Background: an optimization exercise with open tools, aiming at a short achievable clock period and few clock cycles per item. Do not read the settings as production practice.
Only simulation tests tie the RTL to the original design; equivalence was not proved.
Power and IR drop assume default switching activity.

Setup of v11:
==> flow/design.v (excerpt) <==
module bilevel_run_length_encoder_unit (
    input  wire logic                             i_clk,
    input  wire logic                             i_rst_n,
    input  wire logic                             i_cfg_we,
    input  wire logic [blre_pkg::CFG_IDX_W-1:0]   i_cfg_idx,
    input  wire logic [blre_pkg::CFG_W-1:0]       i_cfg_data,
    input  wire logic                             i_in_valid,
    output logic                                  o_in_stall,
    input  wire logic                             i_pixel,
    output logic                                  o_out_valid,
    input  wire logic                             i_out_stall,
    output logic [7:0]                            o_out_byte,
    output logic                                  o_last_of_batch,
    output logic                                  o_end_of_image
);
clock: 8.0 ns
lec_check: 0
cap_margin: 20
core_margin: 2
core_utilization: 35
place_density: 0.5
setup_slack_margin: 5.0
slew_margin: 20
run.sh (not shown) runs the stock make flow with config.mk's settings and CLKGATE_MAP_FILE= SYNTH_SCRIPT=/design/flow/synth_recipe.tcl, a recipe that flattens the netlist after the stock synthesis.
Testbench counts of v11, summed over its fixed seeds: cycles 87,171, pixels 86,579.
What v18 does differently from v11 at the input level:
Settings: CORE_UTILIZATION changed from 35 to 60; PLACE_DENSITY changed from 0.5 to 0.75.
==> comparison <==
- Every run (v18 and v11) finished clean.
- [compare] base=v11 new=v18: final hold slack held steady, flip-flop and latch count after synthesis held steady, global-route wire length before repair shrank by 39,000 um, number of nets in the final layout shrank by 41, via count grew by 494.
- Power, v18 and v11: smaller value in v18
- ~same sequential fraction of the synthesis area in v18 and v11
- v18 — floorplan die height about 23% lower, v11 as reference
- Going from v11 to v18, instance count on the critical path moved up, utilization after layout has increased, relative max-transition margin lost 2.6 points.

========
Another version of the RTL of bilevel_run_length_encoder_unit (not shown whole).
Size: roughly 1700 flip-flops, ~35 I/O pins, about 80000 um2 of cells after synthesis.
// bilevel_run_length_encoder_unit
module bilevel_run_length_encoder_unit (
    input  wire logic                             i_clk,
    input  wire logic                             i_rst_n,
    input  wire logic                             i_cfg_we,
    input  wire logic [blre_pkg::CFG_IDX_W-1:0]   i_cfg_idx,
    input  wire logic [blre_pkg::CFG_W-1:0]       i_cfg_data,
    input  wire logic                             i_in_valid,
    output logic                                  o_in_stall,
    input  wire logic                             i_pixel,
    output logic                                  o_out_valid,
    input  wire logic                             i_out_stall,
    output logic [7:0]                            o_out_byte,
    output logic                                  o_last_of_batch,
    output logic                                  o_end_of_image
);
    logic [WID_W-1:0] r_w;
    logic [HGT_W-1:0] r_h;
    logic             r_f;
    logic [10:0]      r_we;
    logic [COL_W-1:0] r_wm1;
    logic [HGT_W-1:0] r_he;
    logic [HGT_W-1:0] r_hm1;
    logic             ev_vld;
    blre_pkg::t_ev    ev;
  ...
export LEC_CHECK = 0
export CAP_MARGIN = 20
export CORE_MARGIN = 2
export CORE_UTILIZATION = 35
export PLACE_DENSITY = 0.5
export SETUP_SLACK_MARGIN = 5.0
export SLEW_MARGIN = 20
create_clock -name core_clock -period 8.0 [get_ports {i_clk}]
Testbench counts at the start, summed over its fixed seeds: cycles 86,982, pixels 86,579.
==> next run, changes <==
SETUP_SLACK_MARGIN = unset   (was 5.0)
=>
- power went down by 5.2%
- global-route usage stays flat
- register-to-register slack is worse by 1800 ps
- core utilization went down by 1.3 points
- die area does not change
- fmax went down by 25%

========
bilevel_run_length_encoder_unit, a different RTL version from the one above (not shown whole).
For scale: roughly 6,900 cells after synthesis, ~2,300 flip-flops, ~35 I/O pins.
Settings: LEC_CHECK=0, CAP_MARGIN=20, CORE_MARGIN=2, CORE_UTILIZATION=70, CTS_CLUSTER_DIAMETER=100, CTS_CLUSTER_SIZE=30, PLACE_DENSITY=0.85, SETUP_SLACK_MARGIN=5.0, SLEW_MARGIN=20; clock period 8.0 ns.
The baseline finished with timing, DRC and antenna clean.
Testbench counts at the start, summed over its fixed seeds: cycles 87,169, pixels 86,579.
==> next run, changes <==
CORE_UTILIZATION = 60   (was 70)
PLACE_DENSITY = 0.75   (was 0.85)
The new run ran to the end with no violations.
Combinational power is about the same.
First-iteration DRC count drops by 18%.
Cell count climbs by 3.5%.
Wire length climbs by 1.1%.
Cell area climbs by 0.37%.
Setup slack gains 0.028 ns.
Non-clock buffer count climbs by 3.

==> separate check: timing with driven ports <==
Ports are ideal in the flow. The routed layouts listed here were re-timed in OpenROAD. Step 1 sets driving cells, clkbuf_16 on the clock port and buf_2 on the other inputs (assumed; they add their load-dependent delay and slew). Step 2 adds t to the input delays and takes it off the output delays; t is the mean of the earliest and latest rising clock arrival at the registers after step 1. Input paths then give back, and output paths get back, about the clock's delay inside the block. Slacks: no drivers / after step 1 / after step 2; pairs: no drivers / after step 1.
| run | t (ns) | setup WS [ns] | clock arrival spread, ns | worst register clock-pin slew, ns | worst slew at a driven data input, ns |
|---|---|---|---|---|---|
| v11 | 0.947 | 4.966 / 4.928 / 4.569 | 0.084 / 0.083 | 0.07 / 0.07 | 0.23 |
| v18 | 0.900 | 4.912 / 4.912 / 4.441 | 0.096 / 0.096 | 0.07 / 0.07 | 0.08 |
| the first run of note 2 | 0.900 | 2.612 / 2.612 / 2.612 | 0.034 / 0.034 | 0.07 / 0.07 | 0.07 |
| the second run of note 2 | 0.905 | 0.781 / 0.781 / 0.781 | 0.040 / 0.041 | 0.07 / 0.07 | 0.08 |
| the first run of note 3 | 0.834 | 5.032 / 4.943 / 4.490 | 0.045 / 0.046 | 0.12 / 0.12 | 0.05 |
| the second run of note 3 | 0.804 | 5.059 / 5.011 / 4.472 | 0.037 / 0.037 | 0.12 / 0.12 | 0.05 |
After both steps setup and hold are still met in every run listed. The setup slack of the second run of note 3, which loses most, moves by -0.048 ns with the drivers and by -0.587 ns with both steps.
